Context: an optimization exercise on an open-source flow, tuned for small area, a short achievable clock period and few clock cycles per item. The choices shown serve that exercise and are no tape-out recipe. Where RTL was checked, it was by simulation tests only, not by an equivalence proof against the original. The RTL of runs 4 and 5 was laid out without a check of its function. Power and IR drop assume default switching activity.

==> flow/design.v (outline; a module is shown in full before it is edited, if it fits) <==
// module cbp_cfg: 146 lines
// module cbp_mul: 708 lines
// module cbp_addr: 547 lines
// module color_bar_pattern_pixel_generator_unit: 219 lines
module color_bar_pattern_pixel_generator_unit
#(
    parameter int MAX_RESOLUTION = 2048
) (
    input  logic                  aclk,
    input  logic                  aresetn,
    input  logic                  cfg_valid,
    output logic                  cfg_ready,
    input  logic [CFG_IDX_W-1:0]  cfg_index,
    input  logic [CFG_DATA_W-1:0] cfg_data,
    input  logic                  s_axis_tvalid,
    output logic                  s_axis_tready,
    input  logic [S_TDATA_W-1:0]  s_axis_tdata,   
    output logic                  m_axis_tvalid,
    input  logic                  m_axis_tready,
    output logic [M_TDATA_W-1:0]  m_axis_tdata,   
    output logic [M_TUSER_W-1:0]  m_axis_tuser    
);
  // ...
==> flow/run.sh <==
#!/bin/bash
# synth_recipe.tcl (not shown) runs the flow's synth.tcl, then flattens the netlist and writes it again
# the make line also repeats each setting of config.mk as NAME=value (left out here)
make -C /OpenROAD-flow-scripts/flow DESIGN_CONFIG=/design/flow/config.mk WORK_HOME=/design/flow/orfs CLKGATE_MAP_FILE= SYNTH_SCRIPT=/design/flow/synth_recipe.tcl finish
==> flow/config.mk <==
export PLATFORM = sky130hd
export DESIGN_NAME = color_bar_pattern_pixel_generator_unit
export DESIGN_NICKNAME = color_bar_pattern_pixel_generator_unit
export VERILOG_FILES = /design/flow/design.v
export SDC_FILE = /design/flow/constraint.sdc
export NUM_CORES = 4
export LEC_CHECK = 0
export CAP_MARGIN = 20
export CORE_MARGIN = 2
export CORE_UTILIZATION = 40
export PLACE_DENSITY = 0.6
export SETUP_SLACK_MARGIN = 2.0
export SLEW_MARGIN = 20
==> flow/constraint.sdc <==
create_clock -name core_clock -period 8.0 [get_ports {aclk}]
set_input_delay 1.6000 -clock core_clock [delete_from_list [all_inputs] [get_ports {aclk}]]
set_output_delay 1.6000 -clock core_clock [all_outputs]
set_load 0.01 [all_outputs]
==> results.yml, run 1 <==
power_and_ir_drop:
  p_per_area_nw_per_um2: 157.2
  power.switching_mw: 3.027
  clk-power_mw: 2.70
  pwr-share-clk_pct: 31.0
  combPwrFrac_pct: 33.8
  swShare_pct: 34.81
setup_path:
  cp-endpoint: "s1_qy_reg[0]"
  critPathCaptureType: "register"
finish:
  seqCellArea_um2: 12460
  multi_input_area_um2: 34970
  bufAreaShareNonClock_pct: 4.310
  seq_cell_count: 491
  num-nonclk-buffers: 266
logic_synthesis:
  async_flop_share_pct: 0
  yosys.area_share.simple_pct: 15.36
  synth_area_leaders: "edfxtp_1 16%, ha_1 14%, dfxtp_1 9.3%"
  syn_area_um2: 49470
  yosysTopAreaCellShare_pct: 15.90
  synth_top_area_cell: "edfxtp_1"
placement:
  place_area_um2: 52470
  gp_congestion: 1.032
cts:
  cts_max_level: 2
  cts_buffer_depth: 3
  cts-root-buf: "clkbuf_16"
  hold_buffers: 0
  cts.clk_slew.worst_paths_ns: 0.06
grt:
  grt_pass1_vias: 40610
  grtUsageMet2_pct: 39.46
job:
  cap_violations: 0
floorplan:
  core_um2: 123200
timing:
  setup_slack_ns: 2.108
  worst_pin_slew_ns: 1.184
  hold_viol: 0
outcome:
  status: "timing/DRC/antenna clean"
Testbench counts, summed over its fixed seeds: cycles 32,672, items 32,000.
==> run 2, diff against run 1 <==
--- a/flow/config.mk
+++ b/flow/config.mk
@@ -9,5 +9,5 @@
 export CORE_MARGIN = 2
 export CORE_UTILIZATION = 40
 export PLACE_DENSITY = 0.6
-export SETUP_SLACK_MARGIN = 2.0
+export SETUP_SLACK_MARGIN = 2.5
 export SLEW_MARGIN = 20
==> results.yml, run 2 <==
cts:
  cts_sinks: 491
  cts_buffers: 60
  cts_buffer_depth: 3
  clock_latency_ns: 0.71
  cts-root-buf: "clkbuf_16"
  cts_max_level: 2
  tritoncts: "done"
  cts.clk_slew.worst_paths_ns: 0.06
  hold_buffers: 0
detailed_routing:
  drtIter0Drc: 3563
  vias_per_cell: 5.792
  drt-pass1-iter-count: 6
  wire_per_inst_um: 22.18
  vias: 43010
  wl_mm: 164.7
  route.detailed.drc: 0
  detail-route-antenna-nets: 0
logic_synthesis:
  async_flop_share_pct: 0
  yosysWarnings: 2
  synth-edff-count: 262
  ys_seq_area_share_pct: 25.17
  synth_fp_nets: 6372
  synth_top_area_cell: "edfxtp_1"
  syn_area_um2: 49470
  synth_compound_area_share_pct: 19.27
  synth_most_common_cell: "nand2_1"
  synth_area_leaders: "edfxtp_1 16%, ha_1 14%, dfxtp_1 9.3%"
  ys_types: 93
  muxShareOfSynthArea_pct: 7.521
  synthXorXnorAreaFrac_pct: 5.187
  syn_inst: 5543
  yosysTopAreaCellShare_pct: 15.90
  synth-adder-area-share_pct: 22.54
  synth.avg_cell_area_um2: 8.925
  synth_ff_type: "edfxtp_1"
  synth.ff_latch_count: 491
  synth_common_cells: "560 x nand2_1, 552 x ha_1, 395 x inv_1, 333 x a21oi_1, 322 x o21ai_0"
  synth_top_family_by_area: "adder cells"
  yosys.area_share.simple_pct: 15.36
setup_path:
  worst_setup_path_start_kind: "register"
  r2r_start: "s2_col_reg[4]"
  path_buf_inv: 4
  path_cells: "buf_6, mux2_2, a22oi_2, fa_1, fa_1, inv_2, fa_1, inv_1, fa_1, inv_1, ha_2, a21o_1, a21o_1, a21oi_2, o21ai_2, a221oi_2, o21ai_2, or4_4, a31o_4, a21oi_2, xnor2_1"
  max_stage_delay_ns: 0.57
  cp.required_ns: 8.42
  arrival_ns: 5.93
  cp_top_family: "adder cells"
  cpMostUsedCell: "fa_1"
  crit_start: "s2_col_reg[4]"
  critPathSlowestCell: "fa_1"
  critPathKind: "register to register"
  critPathCaptureType: "register"
  critPathMaxFanout: 4
min_path:
  min_from: "s1_y_reg[5]"
  hold_class: "register to register"
placement:
  gp_congestion: 1.004
  place_ws_ns: 0.9039
  hpwlAfterDp_mm: 125.1
  port_buffers: 121
timing:
  fmax_mhz: 181.3
  clock-skew-final_ns: 0.05371
  period_share_pct: 68.94
  slew_headroom_pct: 27.92
  worst_pin_slew_ns: 1.079
  setup_slack_ns: 2.485
  tns_ns: 0
  hold_viol: 0
  drv_slew: 0
  post-route-min-period_ns: 5.515
  rsz0062_at_grt: "true"
  setup_violations: 0
floorplan:
  fp.dieH_um: 355.7
  num_rows: 129
  core_um2: 123200
  die_w_um: 355.7
  die-area_um2: 126500
  start_util_pct: 40.17
  io_pins: 125
power_and_ir_drop:
  pwr-share-clk_pct: 30.2
  p_per_area_nw_per_um2: 158.7
  intPower_mw: 5.873
  ir_worst_vdd_v: 0.0001866
  power_leakage_nw: 24.99
  combPwrFrac_pct: 36.0
  swShare_pct: 35.22
  power.switching_mw: 3.193
  p_seq_share_pct: 33.8
grt:
  grt_usage_pct: 25.48
  antenna_found_initial: 7
  grt_first_pass_wirelength_mm: 250.9
  grt_pass1_vias: 41300
  grt_remaining_overflow: 0
  grt_max_degree: 171
finish:
  final_cell_mix: "555 x nand2_1, 532 x ha_1, 377 x inv_1"
  drive_gt1_share_pct: 13.60
  syn2layout_area_growth_pct: 15.46
  num-fill-cells: 11890
  fin_nets: 6564
  final_common_cell: "nand2_1"
job:
  cap_violations: 0
outcome:
  status: "timing/DRC/antenna clean"
run 2: cell counts after synthesis:
Identical to the previous run, type by type.
run 2: cell type report:
cell class | count | area, um^2 | area share (%)
multi-input cells | 4405 | 35680 | 62.47
flip-flops and latches | 491 | 12480 | 21.86
repair buffers | 376 | 3382 | 5.921
well taps | 1637 | 2048 | 3.586
clock buffers | 80 | 1642 | 2.874
inverters | 400 | 1560 | 2.732
clock inverters | 34 | 311.5 | 0.5454
repair inverters | 1 | 5.005 | 0.008762
diodes | 1 | 2.502 | 0.004381
run 2: worst register-to-register path: stages (launching register included):
cell,delay (ns)
edfxtp_1,0.38
buf_6,0.13
mux2_2,0.34
a22oi_2,0.17
fa_1,0.44
fa_1,0.57
inv_2,0.06
fa_1,0.49
inv_1,0.05
fa_1,0.51
inv_1,0.05
ha_2,0.17
a21o_1,0.17
a21o_1,0.18
a21oi_2,0.14
o21ai_2,0.09
a221oi_2,0.29
o21ai_2,0.10
or4_4,0.43
a31o_4,0.24
a21oi_2,0.14
xnor2_1,0.09
run 2: what timing repair did:
| action | 4_1_cts | 5_1_grt |
|---|---|---|
| resized for setup | 152 | 160 |
| buffers inserted | 105 | 69 |
| pin swaps | 54 | 69 |
| setup endpoints to repair | 55 | 40 |
| gates cloned | 2 | 3 |
run 2: worst paths after layout:
check	to	slack, ns	cells after the start
worst min register to register	s2_y_reg[5]	0.42	0
worst min-delay path	s2_y_reg[5]	0.42	0
worst max register to register	s3_sum_reg[23]	2.48	21
worst max-delay path	s3_sum_reg[23]	2.48	21
run 2: layer usage:
layer	global-route usage [%]	wire length (um)	up-vias
met3	3.601	10820	280
li1	-	-	20290
met5	0	20	-
met4	8.322	5958	2
met2	40.28	73450	1553
met1	35.72	74470	20880
run 2: logic make-up after synthesis:
kind of cell,count (synthesis)
DFF,491
AOI/OAI and AO/OA,1451
muxes,334
xor gates and xnor gates,293
other,1
buffers and inverters,648
and+or+nand+nor,1561
adders and majority gates,764
run 2: metrics by stage:
step | cells | total power [mW] | hold WS [ns] | area [um^2] | util, %
detailed placement | 7131 | 5.894 | 0.4054 | 52560 | 42.68
finish | 7425 | 9.066 | 0.4190 | 57120 | 46.38
global route | 7424 | 9.574 | 0.4234 | 57120 | 46.38
CTS | 7352 | 8.894 | 0.4212 | 55900 | 45.39
floorplan | 5543 | 5.058 | 0.3540 | 49690 | -
global placement | 7131 | 5.861 | 0.4037 | 52560 | 42.68
run 2: power by group through the flow:
stage               registers [mW]  clock network [mW]  logic, mW
finish                        3.06                2.74       3.27
global route                  3.08                2.91       3.59
CTS                           3.06                2.81       3.03
detailed placement            3.12                   0       2.78
global placement              3.12                   0       2.74
floorplan                     3.05                   0       2.01
==> run 3, diff against run 2 <==
--- a/flow/config.mk
+++ b/flow/config.mk
@@ -7,7 +7,7 @@
 export LEC_CHECK = 0
 export CAP_MARGIN = 20
 export CORE_MARGIN = 2
-export CORE_UTILIZATION = 40
-export PLACE_DENSITY = 0.6
+export CORE_UTILIZATION = 65
+export PLACE_DENSITY = 0.75
 export SETUP_SLACK_MARGIN = 2.5
 export SLEW_MARGIN = 20
==> results.yml, run 3 <==
finish:
  fin_nets: 6501
  syn2layout_area_growth_pct: 12.01
  final_cell_mix: "558 x nand2_1, 539 x ha_1, 378 x inv_1"
  final_common_cell: "nand2_1"
  drive_gt1_share_pct: 12.05
  instances_no_fill: 6698
  num-fill-cells: 5538
  design_area_um2: 55410
  fin_util_pct: 73.20
logic_synthesis:
  synth.avg_cell_area_um2: 8.925
  synth_fp_nets: 6372
  synth_top_area_cell: "edfxtp_1"
  synth_common_cells: "560 x nand2_1, 552 x ha_1, 395 x inv_1, 333 x a21oi_1, 322 x o21ai_0"
  synth.ff_latch_count: 491
  async_flop_share_pct: 0
  syn_inst: 5543
  syn_area_um2: 49470
  yosysWarnings: 2
  synth_most_common_cell: "nand2_1"
  yosysTopAreaCellShare_pct: 15.90
  ys_types: 93
  synth_ff_type: "edfxtp_1"
  synth-edff-count: 262
  ys_seq_area_share_pct: 25.17
  synth_area_leaders: "edfxtp_1 16%, ha_1 14%, dfxtp_1 9.3%"
power_and_ir_drop:
  swShare_pct: 35.56
  combPwrFrac_pct: 36.4
  power_leakage_nw: 24.58
  power.switching_mw: 3.132
  p_seq_share_pct: 34.9
  p_per_area_nw_per_um2: 158.9
  pwr-share-clk_pct: 28.7
  ir_worst_vdd_v: 0.0002036
  intPower_mw: 5.674
  power_mw: 8.806
placement:
  port_buffers: 121
  hpwlAfterDp_mm: 122.3
  gp_congestion: 1.069
  place_ws_ns: 0.7871
  dp_cells: 6461
  place_area_um2: 51650
timing:
  hold_viol: 0
  slew_headroom_pct: 22.92
  setup_slack_ns: 2.304
  worst_pin_slew_ns: 1.127
  setup_violations: 0
  post-route-min-period_ns: 5.696
  period_share_pct: 71.20
  rsz0062_at_grt: "true"
  whs_ns: 0.4171
  fmax_mhz: 175.6
  tns_ns: 0
  drv_slew: 0
  clock-skew-final_ns: 0.05157
setup_path:
  r2r_start: "u_cfg.dvdh_reg[4]"
  critPathMaxFanout: 11
  rr_endpoint: "s2_dr_reg"
  cp.required_ns: 8.37
  ff2ff_setup_slack_ns: 2.30
  crit_start: "u_cfg.dvdh_reg[4]"
  critPathCaptureType: "register"
  critPathKind: "register to register"
  arrival_ns: 6.06
  cp-endpoint: "s2_dr_reg"
  reg2reg_depth: 23
  worst_setup_path_start_kind: "register"
grt:
  grt_busiest_layer: "met2"
  grt_remaining_overflow: 0
  use_met3_pct: 7.740
  grt_max_degree: 151
  antenna_found_initial: 4
  grt_pass1_vias: 41830
  grt_first_pass_wirelength_mm: 245.3
  met1_usage_pct: 55.37
  grtUsageMet2_pct: 62.03
  grt_usage_pct: 40.44
cts:
  hold_buffers: 0
  clock_latency_ns: 0.66
  cts_buffers: 54
  tritoncts: "done"
  cts_sinks: 491
  cts.clk_slew.worst_paths_ns: 0.06
  cts_buffer_depth: 3
  cts_max_level: 2
  cts-root-buf: "clkbuf_16"
floorplan:
  start_util_pct: 65.36
  num_rows: 101
  fp.dieH_um: 279.9
  die_w_um: 279.9
  die-area_um2: 78340
  io_pins: 125
  core_um2: 75700
detailed_routing:
  vias: 44480
  drtIter0Drc: 5341
  detail-route-antenna-nets: 0
  wl_mm: 163.1
  wire_per_inst_um: 24.35
  drt-pass1-iter-count: 8
  vias_per_cell: 6.641
  route.detailed.drc: 0
outcome:
  status: "timing/DRC/antenna clean"
job:
  cap_violations: 0
min_path:
  hold_class: "register to register"
==> run 3: cell counts after synthesis <==
No cell type changed its count.
==> run 3: power by group through the flow <==
stage                     combinational, mW  clock [mW]  sequential, mW
after floorplan                        2.01           0            3.05
after global placement                 2.67           0            3.12
after detailed placement               2.76           0            3.12
after CTS                              2.97        2.54            3.06
after global routing                   3.49        2.64            3.08
final                                  3.21        2.53            3.07
==> run 3: area by class of cell <==
cell class	count	area, um^2	area share [%]
multi-input combinational	4406	35600	64.24
sequential	491	12470	22.51
timing repair buffer	319	2796	5.047
inverter	400	1549	2.795
clock buffer	68	1479	2.669
tap	978	1224	2.208
clock inverter	33	286.5	0.5171
antenna	3	7.507	0.01355
==> run 3: per-layer routing <==
metal / vias up / wire [um]
li1: 20170 / -
met1: 21310 / 67100
met2: 2433 / 70330
met3: 559 / 16380
met4: 4 / 9227
met5: - / 32
==> run 3: cell families after synthesis <==
logic type / count (synthesis) / share of synthesized area (%)
xor+xnor: 293 / 5.187
buf+inv: 648 / 4.944
simple gates: 1561 / 15.36
flops: 491 / 25.17
compound gates: 1451 / 19.27
other cells: 1 / 0.007580
mux: 334 / 7.522
fa+ha+maj: 764 / 22.54
==> run 3: what timing repair did <==
action                                  CTS  global route
pin swaps                                45            54
cloned                                    1             1
buffers inserted                         87            44
endpoints found under the setup margin   50            42
resized for setup                       155           106
==> run 3: critical path, cell delays in order, from the launching register on <==
cell and delay [ns]:
edfxtp_1 0.43, clkinvlp_4 0.19, ha_1 0.39, and4_1 0.27
a221o_1 0.36, a21o_1 0.20, a21o_1 0.20, a221oi_2 0.32
nor2_4 0.15, mux2_2 0.30, o21ai_0 0.21, o21ai_0 0.22
ha_1 0.33, o21ai_0 0.07, a21oi_1 0.21, o31a_1 0.18
o21ai_2 0.07, a21oi_2 0.22, inv_1 0.06, nand2_1 0.13
ha_1 0.19, and3b_1 0.22, a2111oi_4 0.41, nor4_2 0.10
==> run 3: how the worst min path moves through the flow <==
stage	start	depth (start not counted)	end	slack, ns
5_1_grt	s1_y_reg[7]	0	s2_y_reg[7]	0.43
3_5_place_dp	s1_y_reg[8]	0	s2_y_reg[8]	0.41
2_1_floorplan	u_cfg.step_reg[0]	0	u_cfg.step3_reg[0]	0.35
6_report	s1_y_reg[8]	0	s2_y_reg[8]	0.42
4_1_cts	s1_y_reg[8]	0	s2_y_reg[8]	0.42
3_3_place_gp	s1_y_reg[5]	0	s2_y_reg[5]	0.40
==> module color_bar_pattern_pixel_generator_unit, before the edit <==
module color_bar_pattern_pixel_generator_unit
#(
    parameter int MAX_RESOLUTION = 2048
) (
    input  logic                  aclk,
    input  logic                  aresetn,
    input  logic                  cfg_valid,
    output logic                  cfg_ready,
    input  logic [CFG_IDX_W-1:0]  cfg_index,
    input  logic [CFG_DATA_W-1:0] cfg_data,
    input  logic                  s_axis_tvalid,
    output logic                  s_axis_tready,
    input  logic [S_TDATA_W-1:0]  s_axis_tdata,   
    output logic                  m_axis_tvalid,
    input  logic                  m_axis_tready,
    output logic [M_TDATA_W-1:0]  m_axis_tdata,   
    output logic [M_TUSER_W-1:0]  m_axis_tuser    
);
    logic              cfg_ok;
    logic [RES_W-1:0]  rw, rh;
    logic [RES_W+1:0]  rw3, rh3;
    logic [14:0]       xlb;
    logic [16:0]       xlb3;
    logic [9:0]        step3;
    logic [3:0]        bytes;
    logic [7:0]        grid;
    logic [31:0]       first;
    logic [7:0]        step;
    logic              indexed;
    logic [5:0]        bpp;
    logic [29:0]       layout;
    cbp_cfg #(
        .MAX_RESOLUTION(MAX_RESOLUTION)
    ) u_cfg (
        .aclk      (aclk),
        .aresetn   (aresetn),
        .cfg_valid (cfg_valid),
        .cfg_ready (cfg_ready),
        .cfg_index (cfg_index),
        .cfg_data  (cfg_data),
        .ready     (cfg_ok),
        .rw        (rw),
        .rh        (rh),
        .rw3       (rw3),
        .rh3       (rh3),
        .xlb       (xlb),
        .xlb3      (xlb3),
        .step3     (step3),
        .bytes     (bytes),
        .grid      (grid),
        .first     (first),
        .step      (step),
        .indexed   (indexed),
        .bpp       (bpp),
        .layout    (layout)
    );
    logic en;
    logic accept;
    logic out_v_reg;
    assign en            = !out_v_reg || m_axis_tready;
    assign s_axis_tready = cfg_ok && en;
    assign accept        = s_axis_tvalid && s_axis_tready;
    function automatic logic [12:0] div4(input logic [10:0] r, input logic [11:0] d,
                                         input logic [13:0] d3, input int s);
        logic [24:0] m1, m2, m3;
        logic        g1, g2, g3;
        logic [10:0] t1, t2, t3;
        m1 = 25'(d) << s;
        m2 = 25'(d) << (s + 1);
        m3 = 25'(d3) << s;
        g1 = 25'(r) >= m1;
        g2 = 25'(r) >= m2;
        g3 = 25'(r) >= m3;
        t1 = r - m1[10:0];
        t2 = r - m2[10:0];
        t3 = r - m3[10:0];
        if (g3)      div4 = {2'd3, t3};
        else if (g2) div4 = {2'd2, t2};
        else if (g1) div4 = {2'd1, t1};
        else         div4 = {2'd0, r};
    endfunction
    logic [PIX_W-1:0] in_x, in_y;
    logic             in_drawn;
    logic [12:0]      sx7, sy7, sx5, sy5;
    assign in_x     = s_axis_tdata[PIX_W-1:0];
    assign in_y     = s_axis_tdata[2*PIX_W-1:PIX_W];
    function automatic logic over(input logic [10:0] v, input logic [11:0] d);
        over = (d[11:3] == '0) && ({1'b0, v[10:8]} >= d[3:0]);
    endfunction
    assign in_drawn = !over(in_x, rw) && !over(in_y, rh);
    assign sx7      = div4(in_x, rw, rw3, 6);
    assign sy7      = div4(in_y, rh, rh3, 6);
    assign sx5      = div4(sx7[10:0], rw, rw3, 4);
    assign sy5      = div4(sy7[10:0], rh, rh3, 4);
    logic             s1_v_reg, s1_dr_reg;
    logic [PIX_W-1:0] s1_x_reg, s1_y_reg, s1_rx_reg, s1_ry_reg;
    logic [3:0]       s1_qx_reg, s1_qy_reg;
    always_ff @(posedge aclk) begin
        if (!aresetn) s1_v_reg <= 1'b0;
        else if (en)  s1_v_reg <= accept;
    end
    always_ff @(posedge aclk) begin
        if (en) begin
            s1_dr_reg <= in_drawn;
            s1_x_reg  <= in_x;
            s1_y_reg  <= in_y;
            s1_rx_reg <= sx5[10:0];
            s1_ry_reg <= sy5[10:0];
            s1_qx_reg <= {sx7[12:11], sx5[12:11]};
            s1_qy_reg <= {sy7[12:11], sy5[12:11]};
        end
    end
    logic [12:0] sx3, sy3, sx1, sy1;
    assign sx3 = div4(s1_rx_reg, rw, rw3, 2);
    assign sy3 = div4(s1_ry_reg, rh, rh3, 2);
    assign sx1 = div4(sx3[10:0], rw, rw3, 0);
    assign sy1 = div4(sy3[10:0], rh, rh3, 0);
    logic             s2_v_reg, s2_dr_reg;
    logic [PIX_W-1:0] s2_x_reg, s2_y_reg;
    logic [7:0]       s2_col_reg, s2_row_reg;
    always_ff @(posedge aclk) begin
        if (!aresetn) s2_v_reg <= 1'b0;
        else if (en)  s2_v_reg <= s1_v_reg;
    end
    always_ff @(posedge aclk) begin
        if (en) begin
            s2_dr_reg  <= s1_dr_reg && ({s1_qx_reg, sx3[12:11], sx1[12:11]} < grid) &&
                          ({s1_qy_reg, sy3[12:11], sy1[12:11]} < grid);
            s2_x_reg   <= s1_x_reg;
            s2_y_reg   <= s1_y_reg;
            s2_col_reg <= s1_v_reg ? {s1_qx_reg, sx3[12:11], sx1[12:11]} : grid;
            s2_row_reg <= {s1_qy_reg, sy3[12:11], sy1[12:11]};
        end
    end
    logic [15:0] gmul_reg;    
    logic [17:0] gmul3_reg;   
    logic [15:0] pr, pg;
    logic [23:0] sum, addr;
    cbp_mul u_mul (
        .col  (s2_col_reg),
        .row  (s2_row_reg),
        .step (step),
        .step3(step3),
        .g    (gmul_reg),
        .g3   (gmul3_reg),
        .pr   (pr),
        .pg   (pg),
        .sum  (sum)
    );
    cbp_addr u_addr (
        .x     (s2_x_reg),
        .y     (s2_y_reg),
        .xlb   (xlb),
        .xlb3  (xlb3),
        .bytes (bytes),
        .addr  (addr)
    );
    always_ff @(posedge aclk) begin
        if (en && !s2_v_reg) gmul_reg <= indexed ? pr : 16'(step);
        gmul3_reg <= {2'b0, gmul_reg} + {1'b0, gmul_reg, 1'b0};
    end
    logic        s3_v_reg, s3_dr_reg;
    logic [15:0] s3_pr_reg, s3_pg_reg;
    logic [23:0] s3_sum_reg, s3_addr_reg;
    always_ff @(posedge aclk) begin
        if (!aresetn) s3_v_reg <= 1'b0;
        else if (en)  s3_v_reg <= s2_v_reg;
    end
    always_ff @(posedge aclk) begin
        if (en) begin
            s3_dr_reg   <= s2_dr_reg;
            s3_pr_reg   <= pr;
            s3_pg_reg   <= pg;
            s3_sum_reg  <= sum;
            s3_addr_reg <= addr;
        end
    end
    function automatic logic [31:0] fmask(input logic [4:0] pos, input logic [4:0] size,
                                          input logic [5:0] lim);
        logic [5:0] top;
        top = {1'b0, pos} + {1'b0, size};
        for (int i = 0; i < 32; i++) begin
            fmask[i] = (5'(i) >= pos) && (6'(i) < top) && (6'(i) < lim);
        end
    endfunction
    logic [31:0] mbpp, mr, mg, mb;
    logic [4:0]  posb;
    always_comb begin
        for (int i = 0; i < 32; i++) begin
            mbpp[i] = 6'(i) < bpp;
        end
    end
    assign mr   = indexed ? 32'b0 : fmask(layout[4:0], layout[9:5], bpp);
    assign mg   = indexed ? 32'b0 : fmask(layout[14:10], layout[19:15], bpp);
    assign mb   = indexed ? mbpp : fmask(layout[24:20], layout[29:25], bpp);
    assign posb = indexed ? 5'd0 : layout[24:20];
    logic [31:0] cr, cg, cb, color;
    assign cr    = (first + (32'(s3_pr_reg) << layout[4:0])) & mr;
    assign cg    = (first + (32'(s3_pg_reg) << layout[14:10])) & mg;
    assign cb    = (first + (32'(s3_sum_reg) << posb)) & mb;
    assign color = (cr | cg | cb) & {32{s3_dr_reg}};
    logic              o_dr_reg;
    logic [31:0]       o_color_reg;
    logic [ADDR_W-1:0] o_addr_reg;
    always_ff @(posedge aclk) begin
        if (!aresetn) out_v_reg <= 1'b0;
        else if (en)  out_v_reg <= s3_v_reg;
    end
    always_ff @(posedge aclk) begin
        if (en) begin
            o_dr_reg    <= s3_dr_reg;
            o_color_reg <= color;
            o_addr_reg  <= s3_addr_reg & {ADDR_W{s3_dr_reg}};
        end
    end
    assign m_axis_tvalid = out_v_reg;
    assign m_axis_tdata  = {o_addr_reg, o_color_reg};
    assign m_axis_tuser  = o_dr_reg;
endmodule
==> run 4, diff against run 3 <==
--- a/flow/design.v
+++ b/flow/design.v
@@ -1507,7 +1507,7 @@
     endfunction
     logic [PIX_W-1:0] in_x, in_y;
     logic             in_drawn;
-    logic [12:0]      sx7, sy7, sx5, sy5;
+    logic [12:0]      sx7, sy7;
     assign in_x     = s_axis_tdata[PIX_W-1:0];
     assign in_y     = s_axis_tdata[2*PIX_W-1:PIX_W];
     function automatic logic over(input logic [10:0] v, input logic [11:0] d);
@@ -1516,11 +1516,9 @@
     assign in_drawn = !over(in_x, rw) && !over(in_y, rh);
     assign sx7      = div4(in_x, rw, rw3, 6);
     assign sy7      = div4(in_y, rh, rh3, 6);
-    assign sx5      = div4(sx7[10:0], rw, rw3, 4);
-    assign sy5      = div4(sy7[10:0], rh, rh3, 4);
     logic             s1_v_reg, s1_dr_reg;
     logic [PIX_W-1:0] s1_x_reg, s1_y_reg, s1_rx_reg, s1_ry_reg;
-    logic [3:0]       s1_qx_reg, s1_qy_reg;
+    logic [1:0]       s1_qx_reg, s1_qy_reg;
     always_ff @(posedge aclk) begin
         if (!aresetn) s1_v_reg <= 1'b0;
         else if (en)  s1_v_reg <= accept;
@@ -1530,41 +1528,72 @@
             s1_dr_reg <= in_drawn;
             s1_x_reg  <= in_x;
             s1_y_reg  <= in_y;
-            s1_rx_reg <= sx5[10:0];
-            s1_ry_reg <= sy5[10:0];
-            s1_qx_reg <= {sx7[12:11], sx5[12:11]};
-            s1_qy_reg <= {sy7[12:11], sy5[12:11]};
+            s1_rx_reg <= sx7[10:0];
+            s1_ry_reg <= sy7[10:0];
+            s1_qx_reg <= sx7[12:11];
+            s1_qy_reg <= sy7[12:11];
         end
     end
-    logic [12:0] sx3, sy3, sx1, sy1;
-    assign sx3 = div4(s1_rx_reg, rw, rw3, 2);
-    assign sy3 = div4(s1_ry_reg, rh, rh3, 2);
-    assign sx1 = div4(sx3[10:0], rw, rw3, 0);
-    assign sy1 = div4(sy3[10:0], rh, rh3, 0);
+    logic [12:0] sx5, sy5, sx3, sy3;
+    assign sx5 = div4(s1_rx_reg, rw, rw3, 4);
+    assign sy5 = div4(s1_ry_reg, rh, rh3, 4);
+    assign sx3 = div4(sx5[10:0], rw, rw3, 2);
+    assign sy3 = div4(sy5[10:0], rh, rh3, 2);
     logic             s2_v_reg, s2_dr_reg;
-    logic [PIX_W-1:0] s2_x_reg, s2_y_reg;
-    logic [7:0]       s2_col_reg, s2_row_reg;
+    logic [PIX_W-1:0] s2_x_reg, s2_y_reg, s2_rx_reg, s2_ry_reg;
+    logic [5:0]       s2_qx_reg, s2_qy_reg;
     always_ff @(posedge aclk) begin
         if (!aresetn) s2_v_reg <= 1'b0;
         else if (en)  s2_v_reg <= s1_v_reg;
     end
     always_ff @(posedge aclk) begin
         if (en) begin
-            s2_dr_reg  <= s1_dr_reg && ({s1_qx_reg, sx3[12:11], sx1[12:11]} < grid) &&
-                          ({s1_qy_reg, sy3[12:11], sy1[12:11]} < grid);
-            s2_x_reg   <= s1_x_reg;
-            s2_y_reg   <= s1_y_reg;
-            s2_col_reg <= s1_v_reg ? {s1_qx_reg, sx3[12:11], sx1[12:11]} : grid;
-            s2_row_reg <= {s1_qy_reg, sy3[12:11], sy1[12:11]};
+            s2_dr_reg <= s1_dr_reg;
+            s2_x_reg  <= s1_x_reg;
+            s2_y_reg  <= s1_y_reg;
+            s2_rx_reg <= sx3[10:0];
+            s2_ry_reg <= sy3[10:0];
+            s2_qx_reg <= {s1_qx_reg, sx5[12:11], sx3[12:11]};
+            s2_qy_reg <= {s1_qy_reg, sy5[12:11], sy3[12:11]};
+        end
+    end
+    logic [12:0] sx1, sy1;
+    logic [7:0]  col, row;
+    logic [23:0] addr;
+    assign sx1 = div4(s2_rx_reg, rw, rw3, 0);
+    assign sy1 = div4(s2_ry_reg, rh, rh3, 0);
+    assign col = {s2_qx_reg, sx1[12:11]};
+    assign row = {s2_qy_reg, sy1[12:11]};
+    cbp_addr u_addr (
+        .x     (s2_x_reg),
+        .y     (s2_y_reg),
+        .xlb   (xlb),
+        .xlb3  (xlb3),
+        .bytes (bytes),
+        .addr  (addr)
+    );
+    logic        s3_v_reg, s3_dr_reg;
+    logic [7:0]  s3_col_reg, s3_row_reg;
+    logic [23:0] s3_addr_reg;
+    always_ff @(posedge aclk) begin
+        if (!aresetn) s3_v_reg <= 1'b0;
+        else if (en)  s3_v_reg <= s2_v_reg;
+    end
+    always_ff @(posedge aclk) begin
+        if (en) begin
+            s3_dr_reg   <= s2_dr_reg && (col < grid) && (row < grid);
+            s3_col_reg  <= s2_v_reg ? col : grid;
+            s3_row_reg  <= row;
+            s3_addr_reg <= addr;
         end
     end
     logic [15:0] gmul_reg;    
     logic [17:0] gmul3_reg;   
     logic [15:0] pr, pg;
-    logic [23:0] sum, addr;
+    logic [23:0] sum;
     cbp_mul u_mul (
-        .col  (s2_col_reg),
-        .row  (s2_row_reg),
+        .col  (s3_col_reg),
+        .row  (s3_row_reg),
         .step (step),
         .step3(step3),
         .g    (gmul_reg),
@@ -1573,70 +1602,61 @@
         .pg   (pg),
         .sum  (sum)
     );
-    cbp_addr u_addr (
-        .x     (s2_x_reg),
-        .y     (s2_y_reg),
-        .xlb   (xlb),
-        .xlb3  (xlb3),
-        .bytes (bytes),
-        .addr  (addr)
-    );
     always_ff @(posedge aclk) begin
-        if (en && !s2_v_reg) gmul_reg <= indexed ? pr : 16'(step);
+        if (en && !s3_v_reg) gmul_reg <= indexed ? pr : 16'(step);
         gmul3_reg <= {2'b0, gmul_reg} + {1'b0, gmul_reg, 1'b0};
     end
-    logic        s3_v_reg, s3_dr_reg;
-    logic [15:0] s3_pr_reg, s3_pg_reg;
-    logic [23:0] s3_sum_reg, s3_addr_reg;
+    logic        s4_v_reg, s4_dr_reg;
+    logic [15:0] s4_pr_reg, s4_pg_reg;
+    logic [23:0] s4_sum_reg, s4_addr_reg;
     always_ff @(posedge aclk) begin
-        if (!aresetn) s3_v_reg <= 1'b0;
-        else if (en)  s3_v_reg <= s2_v_reg;
+        if (!aresetn) s4_v_reg <= 1'b0;
+        else if (en)  s4_v_reg <= s3_v_reg;
     end
     always_ff @(posedge aclk) begin
         if (en) begin
-            s3_dr_reg   <= s2_dr_reg;
-            s3_pr_reg   <= pr;
-            s3_pg_reg   <= pg;
-            s3_sum_reg  <= sum;
-            s3_addr_reg <= addr;
+            s4_dr_reg   <= s3_dr_reg;
+            s4_pr_reg   <= pr;
+            s4_pg_reg   <= pg;
+            s4_sum_reg  <= sum;
+            s4_addr_reg <= s3_addr_reg;
         end
     end
-    function automatic logic [31:0] fmask(input logic [4:0] pos, input logic [4:0] size,
-                                          input logic [5:0] lim);
+    function automatic logic [31:0] fmask(input logic [4:0] pos, input logic [4:0] size);
         logic [5:0] top;
         top = {1'b0, pos} + {1'b0, size};
         for (int i = 0; i < 32; i++) begin
-            fmask[i] = (5'(i) >= pos) && (6'(i) < top) && (6'(i) < lim);
+            fmask[i] = (5'(i) >= pos) && (6'(i) < top);
         end
     endfunction
-    logic [31:0] mbpp, mr, mg, mb;
+    logic [31:0] mout, mr, mg, mb;
     logic [4:0]  posb;
     always_comb begin
         for (int i = 0; i < 32; i++) begin
-            mbpp[i] = 6'(i) < bpp;
+            mout[i] = (6'(i) < bpp) && s4_dr_reg;
         end
     end
-    assign mr   = indexed ? 32'b0 : fmask(layout[4:0], layout[9:5], bpp);
-    assign mg   = indexed ? 32'b0 : fmask(layout[14:10], layout[19:15], bpp);
-    assign mb   = indexed ? mbpp : fmask(layout[24:20], layout[29:25], bpp);
+    assign mr   = indexed ? 32'b0 : fmask(layout[4:0], layout[9:5]);
+    assign mg   = indexed ? 32'b0 : fmask(layout[14:10], layout[19:15]);
+    assign mb   = indexed ? 32'hFFFF_FFFF : fmask(layout[24:20], layout[29:25]);
     assign posb = indexed ? 5'd0 : layout[24:20];
     logic [31:0] cr, cg, cb, color;
-    assign cr    = (first + (32'(s3_pr_reg) << layout[4:0])) & mr;
-    assign cg    = (first + (32'(s3_pg_reg) << layout[14:10])) & mg;
-    assign cb    = (first + (32'(s3_sum_reg) << posb)) & mb;
-    assign color = (cr | cg | cb) & {32{s3_dr_reg}};
+    assign cr    = (first + (32'(s4_pr_reg) << layout[4:0])) & mr;
+    assign cg    = (first + (32'(s4_pg_reg) << layout[14:10])) & mg;
+    assign cb    = (first + (32'(s4_sum_reg) << posb)) & mb;
+    assign color = (cr | cg | cb) & mout;
     logic              o_dr_reg;
     logic [31:0]       o_color_reg;
     logic [ADDR_W-1:0] o_addr_reg;
     always_ff @(posedge aclk) begin
         if (!aresetn) out_v_reg <= 1'b0;
-        else if (en)  out_v_reg <= s3_v_reg;
+        else if (en)  out_v_reg <= s4_v_reg;
     end
     always_ff @(posedge aclk) begin
         if (en) begin
-            o_dr_reg    <= s3_dr_reg;
+            o_dr_reg    <= s4_dr_reg;
             o_color_reg <= color;
-            o_addr_reg  <= s3_addr_reg & {ADDR_W{s3_dr_reg}};
+            o_addr_reg  <= s4_addr_reg & {ADDR_W{s4_dr_reg}};
         end
     end
     assign m_axis_tvalid = out_v_reg;
--- a/flow/config.mk
+++ b/flow/config.mk
@@ -7,7 +7,7 @@
 export LEC_CHECK = 0
 export CAP_MARGIN = 20
 export CORE_MARGIN = 2
-export CORE_UTILIZATION = 65
-export PLACE_DENSITY = 0.75
+export CORE_UTILIZATION = 40
+export PLACE_DENSITY = 0.6
 export SETUP_SLACK_MARGIN = 2.5
 export SLEW_MARGIN = 20
==> results.yml, run 4 <==
timing:
  drv_slew: 0
  clock-skew-final_ns: 0.02711
  period_share_pct: 71.72
  fmax_mhz: 174.3
  setup_violations: 0
  slew_headroom_pct: 17.51
  post-route-min-period_ns: 5.737
  worst_pin_slew_ns: 1.233
  rsz0062_at_grt: "true"
  tns_ns: 0
  hold_viol: 0
power_and_ir_drop:
  ir_worst_vdd_v: 0.0001678
  power_mw: 9.972
  p_per_area_nw_per_um2: 172.0
  power_leakage_nw: 25.53
setup_path:
  critPathCaptureType: "register"
  arrival_ns: 6.14
  critPathSlowestCell: "fa_2"
  path_cells: "mux2_4, a22oi_2, fa_1, fa_2, inv_2, fa_1, inv_1, fa_1, inv_1, ha_2, a21o_1, a21o_1, a211oi_4, a21oi_4, a221oi_4, nor2b_2, a311o_1, a31o_4, a21oi_2, xnor2_1"
  critPathKind: "register to register"
  max_stage_delay_ns: 0.60
  critPathMaxFanout: 5
  cpMostUsedCell: "fa_1"
  cp.required_ns: 8.40
  worst_setup_path_start_kind: "register"
logic_synthesis:
  synth_common_cells: "570 x nand2_1, 552 x ha_1, 444 x inv_1, 341 x a21oi_1, 337 x nor2_1"
  ys_types: 92
  synth_ff_type: "edfxtp_1"
  synth_top_area_cell: "edfxtp_1"
  syn_area_um2: 51330
  synth_fp_nets: 6546
  yosysWarnings: 2
  synth_area_leaders: "edfxtp_1 18%, ha_1 13%, dfxtp_1 9.0%"
  synth-edff-count: 309
  yosysTopAreaCellShare_pct: 18.08
  synth.ff_latch_count: 539
  syn_inst: 5717
  async_flop_share_pct: 0
  ys_seq_area_share_pct: 27.05
  synth.avg_cell_area_um2: 8.979
  synth_most_common_cell: "nand2_1"
detailed_routing:
  met2RoutedLength_mm: 75.88
  vias: 43610
  met3_length_mm: 11.25
  top_layer_used: "met5"
  detail-route-antenna-nets: 0
  drt-pass1-iter-count: 7
  wl_mm: 173.7
  wl_met1_mm: 77.16
  wire_per_inst_um: 22.96
  drtIter0Drc: 3951
  route.detailed.drc: 0
  vias_per_cell: 5.764
finish:
  drive_gt1_share_pct: 10.08
  fin_util_pct: 45.46
  final_cell_mix: "568 x nand2_1, 547 x ha_1, 426 x inv_1"
  num-fill-cells: 12330
  final_common_cell: "nand2_1"
  design_area_um2: 57970
  fin_nets: 6680
  syn2layout_area_growth_pct: 12.94
floorplan:
  io_pins: 125
  die-area_um2: 131200
  core_um2: 127500
  num_rows: 131
  fp.dieH_um: 362.2
  die_w_um: 362.2
  start_util_pct: 40.25
cts:
  cts_sinks: 539
  cts_max_level: 3
  hold_buffers: 0
  tritoncts: "done"
  cts_buffer_depth: 3
  cts.clk_slew.worst_paths_ns: 0.06
  cts_buffers: 68
  cts-root-buf: "clkbuf_16"
  clock_latency_ns: 0.67
grt:
  grt_max_degree: 72
  grt_first_pass_wirelength_mm: 259.3
  antenna_found_initial: 8
  grt_usage_pct: 25.84
  grt_pass1_vias: 41980
  grt_remaining_overflow: 0
job:
  cap_violations: 0
placement:
  port_buffers: 121
  place_area_um2: 54210
  gp_congestion: 1.011
  hpwlAfterDp_mm: 133.4
min_path:
  hold_class: "register to register"
outcome:
  status: "timing/DRC/antenna clean"
[run 4: changes by cell type after synthesis, sizes merged, moves of 12 or more]
cell / before / now
inv: 395 / 445
edfxtp: 262 / 309
mux2i: 161 / 190
nor2: 310 / 337
a22oi: 109 / 87
a21boi: 85 / 100
a21oi: 333 / 347
nor3: 87 / 73
a22o: 72 / 85
mux2: 160 / 147
buf: 23 / 35
nand2b: 67 / 79
o21bai: 39 / 27
o31ai: 13 / 25
[run 4: layer usage]
| metal | GRT usage (%) | vias to the layer above |
|---|---|---|
| li1 | - | 20700 |
| met1 | 35.05 | 21060 |
| met2 | 40.29 | 1507 |
| met3 | 3.646 | 334 |
| met4 | 12.81 | 6 |
| met5 | 0 | - |
[run 4: layout make-up]
type / instances / area (um^2) / share of cell area, %
Sequential cell: 539 / 13910 / 23.99
Inverter: 447 / 1727 / 2.978
Clock buffer: 84 / 1823 / 3.144
Antenna cell: 2 / 5.005 / 0.008633
Multi-Input combinational cell: 4480 / 35270 / 60.84
Tap cell: 1662 / 2079 / 3.587
Clock inverter: 37 / 419.2 / 0.7230
Timing Repair Buffer: 315 / 2745 / 4.735
[run 4: kinds of logic (layout without fill, tap and decap cells)]
logic type	after synthesis	after routing	share of synthesized area, %
buffers and inverters	698	883	5.168
adders and majority gates	764	764	21.72
muxes	347	347	7.369
AOI/OAI and AO/OA	1473	1473	18.72
xor gates and xnor gates	282	282	4.812
DFF	539	539	27.05
other	1	3	0.007306
and+or+nand+nor	1613	1613	15.15
[run 4: report_power, final]
group	total, mW	leakage [nW]	switching [mW]	internal, mW
logic	3.33	19.0	1.88	1.45
registers	3.49	5.42	0.244	3.25
clock network	3.15	1.08	1.30	1.86
[run 4: final timing paths]
path                 start        endpoint  slack [ns]  cells after the start
max          s3_col_reg[4]  s4_sum_reg[23]        2.26                     20
min            s1_y_reg[7]     s2_y_reg[7]        0.42                      0
max reg2reg  s3_col_reg[4]  s4_sum_reg[23]        2.26                     20
min reg2reg    s1_y_reg[7]     s2_y_reg[7]        0.42                      0
[run 4: worst max-delay path: cells and delay by family, from the launching register on]
family                   cells  cell delay (ns)
AO/OA/AOI/OAI                9             2.02
XOR/XNOR                     1             0.08
adder cells (fa/ha/maj)      5             2.28
buffers and inverters        3             0.17
flip-flops                   1             0.53
multiplexers                 1             0.36
AND/OR/NAND/NOR              1             0.09
[run 4: per-stage QoR]
stage | setup slack (ns) | hold WS (ns) | instances
3_5_place_dp | 1.326 | 0.4045 | 7318
4_1_cts | 2.300 | 0.4180 | 7498
5_1_grt | 2.125 | 0.4236 | 7564
2_1_floorplan | 1.750 | 0.3540 | 5717
6_report | 2.263 | 0.4160 | 7566
3_3_place_gp | 1.426 | 0.4008 | 7318
[run 4: what timing repair did]
action                                  4_1_cts  5_1_grt
endpoints found under the setup margin       49       51
cloned                                        0        2
setup buffers                                59       64
resized for setup                            65       91
pin swaps                                     8       16
==> run 5, diff against run 4 <==
--- a/flow/config.mk
+++ b/flow/config.mk
@@ -9,5 +9,5 @@
 export CORE_MARGIN = 2
 export CORE_UTILIZATION = 40
 export PLACE_DENSITY = 0.6
-export SETUP_SLACK_MARGIN = 2.5
+export SETUP_SLACK_MARGIN = 3.2
 export SLEW_MARGIN = 20
==> results.yml, run 5 <==
outcome:
  status: "timing/DRC/antenna clean"
detailed_routing:
  drt-pass1-iter-count: 6
  drtIter0Drc: 4083
  vias_per_cell: 5.850
  wire_per_inst_um: 23.47
  wl_mm: 181.6
  vias: 45250
  detail-route-antenna-nets: 0
  route.detailed.drc: 0
logic_synthesis:
  yosysWarnings: 2
  synth-edff-count: 309
  synth_fp_nets: 6546
  synth_area_leaders: "edfxtp_1 18%, ha_1 13%, dfxtp_1 9.0%"
  async_flop_share_pct: 0
  synth_common_cells: "570 x nand2_1, 552 x ha_1, 444 x inv_1, 341 x a21oi_1, 337 x nor2_1"
  synth_top_area_cell: "edfxtp_1"
  syn_inst: 5717
  synth_ff_type: "edfxtp_1"
  synth.avg_cell_area_um2: 8.979
  yosysTopAreaCellShare_pct: 18.08
  ys_seq_area_share_pct: 27.05
  syn_area_um2: 51330
  synth_most_common_cell: "nand2_1"
  synth.ff_latch_count: 539
  ys_types: 92
finish:
  fin_util_pct: 48.27
  design_area_um2: 61560
  fin_nets: 6846
  syn2layout_area_growth_pct: 19.92
  final_cell_mix: "553 x nand2_1, 509 x ha_1, 406 x inv_1"
  final_common_cell: "nand2_1"
  drive_gt1_share_pct: 17.31
  num-fill-cells: 11970
  instances_no_fill: 7736
grt:
  grt_remaining_overflow: 0
  antenna_found_initial: 5
  grt_first_pass_wirelength_mm: 268.1
  grt_max_degree: 135
  grt_usage_pct: 26.68
  grt_pass1_vias: 43240
setup_path:
  worst_setup_path_start_kind: "register"
  reg2reg_depth: 23
  critPathKind: "register to register"
  arrival_ns: 5.96
  critPathMaxFanout: 4
  critPathCaptureType: "register"
  cp.required_ns: 8.44
placement:
  place_ws_ns: 1.541
  hpwlAfterDp_mm: 133.9
  dp_cells: 7304
  gp_congestion: 1.003
  port_buffers: 121
  place_area_um2: 54370
timing:
  post-route-min-period_ns: 5.516
  period_share_pct: 68.95
  clock-skew-final_ns: 0.05035
  worst_pin_slew_ns: 1.094
  setup_violations: 0
  slew_headroom_pct: 25.18
  fmax_mhz: 181.3
  whs_ns: 0.4172
  rsz0062_at_grt: "true"
  tns_ns: 0
  hold_viol: 0
  drv_slew: 0
  setup_slack_ns: 2.484
floorplan:
  die_w_um: 362.2
  fp.dieH_um: 362.2
  die-area_um2: 131200
  num_rows: 131
  io_pins: 125
  core_um2: 127500
  start_util_pct: 40.25
cts:
  cts-root-buf: "clkbuf_16"
  clock_latency_ns: 0.69
  cts_sinks: 539
  hold_buffers: 0
  cts.clk_slew.worst_paths_ns: 0.06
  tritoncts: "done"
  cts_max_level: 3
  cts_buffers: 69
  cts_buffer_depth: 3
power_and_ir_drop:
  p_per_area_nw_per_um2: 174.9
  p_seq_share_pct: 32.4
  pwr-share-clk_pct: 31.2
  power_leakage_nw: 26.72
  power.switching_mw: 3.763
  swShare_pct: 34.95
  intPower_mw: 7.004
  combPwrFrac_pct: 36.4
  ir_worst_vdd_v: 0.0001484
  power_mw: 10.77
min_path:
  whs_path_depth: 0
  hold_class: "register to register"
job:
  cap_violations: 0
run 5: routing by layer:
| metal | GRT usage (%) | up-vias | routed length [um] |
|---|---|---|---|
| met5 | 0 | - | 40 |
| met4 | 12.30 | 6 | 9605 |
| met3 | 3.912 | 404 | 11850 |
| met2 | 41.91 | 1664 | 80920 |
| met1 | 36.19 | 22120 | 79150 |
| li1 | - | 21060 | - |
run 5: kinds of logic after synthesis:
logic type | Yosys count | share of synthesized area [%]
other | 1 | 0.007306
flip-flops | 539 | 27.05
AO/OA/AOI/OAI | 1473 | 18.72
adder cells (fa/ha/maj) | 764 | 21.72
multiplexers | 347 | 7.369
buffers and inverters | 698 | 5.168
XOR/XNOR | 282 | 4.812
AND/OR/NAND/NOR | 1613 | 15.15
run 5: repair_timing:
| item | CTS | global route |
|---|---|---|
| buffers inserted | 209 | 89 |
| setup endpoints to repair | 86 | 69 |
| pin swaps | 97 | 112 |
| resized for setup | 280 | 262 |
| cloned | 3 | 3 |
run 5: final cells by class:
class / instances / area [um^2] / area share (%)
clock buffer: 96 / 1921 / 3.120
clock inverter: 30 / 523.0 / 0.8496
inverter: 447 / 1737 / 2.821
tap: 1662 / 2079 / 3.378
antenna: 2 / 5.005 / 0.008130
multi-input combinational: 4484 / 37050 / 60.19
timing repair buffer: 476 / 4324 / 7.025
sequential: 539 / 13920 / 22.61
run 5: final timing paths:
kind	endpoint	from	slack (ns)
worst min register to register	s2_y_reg[8]	s1_y_reg[8]	0.42
worst max register to register	s4_sum_reg[23]	s3_col_reg[2]	2.48
worst min-delay path	s2_y_reg[8]	s1_y_reg[8]	0.42
worst max-delay path	s4_sum_reg[23]	s3_col_reg[2]	2.48
run 5: critical path, stage by stage (launching register included):
cell and delay, ns:
edfxtp_1 0.52, buf_6 0.19, nand2_2 0.04, o21ai_1 0.05
a22o_1 0.20, fa_1 0.52, inv_1 0.05, fa_1 0.49
inv_2 0.06, fa_1 0.50, inv_1 0.05, fa_1 0.50
inv_2 0.05, ha_4 0.23, a21o_1 0.15, a21o_1 0.18
a211oi_4 0.29, a21oi_4 0.11, a221oi_4 0.29, nor2b_2 0.09
a311o_1 0.29, a31o_2 0.23, a21oi_2 0.13, xnor2_1 0.07
run 5: power by group through the flow:
stage                     clock network, mW  registers (mW)  logic [mW]
after global routing                   3.54            3.51        4.26
after global placement                    0            3.59        3.01
after floorplan                           0            3.46        2.26
final                                  3.36            3.49        3.92
after CTS                              3.44            3.48        3.53
after detailed placement                  0            3.60        3.06

## re-timing with driven ports
Ports are ideal in the flow. The routed layouts listed here were re-timed in OpenROAD.
Step 1 (the two cells are an assumption about what drives the block):
set clk [get_ports {aclk}]
set_driving_cell -lib_cell sky130_fd_sc_hd__clkbuf_16 $clk
set_driving_cell -lib_cell sky130_fd_sc_hd__buf_2 [delete_from_list [all_inputs] $clk]
Step 2 also shifts input and output timing later by t, the mid clock arrival at the registers, as if the neighbouring blocks saw the same clock.
Three values: ideal ports, drivers, drivers and shift; two values: the first two.
run | t, ns | setup WS [ns] | worst hold slack (ns)
run 1 | 0.736 | 2.108 / 2.157 / 1.421 | 0.418 / 0.418 / 0.418
run 2 | 0.768 | 2.485 / 2.485 / 1.881 | 0.419 / 0.419 / 0.419
run 3 | 0.706 | 2.304 / 2.304 / 1.859 | 0.417 / 0.417 / 0.417
run 4 | 0.728 | 2.263 / 2.263 / 2.263 | 0.416 / 0.416 / 0.416
run 5 | 0.744 | 2.484 / 2.484 / 2.484 | 0.417 / 0.417 / 0.417
After both steps setup and hold are still met in every run listed. The setup slack of run 1, which loses most, moves by +0.049 ns with the drivers and by -0.687 ns with both steps.
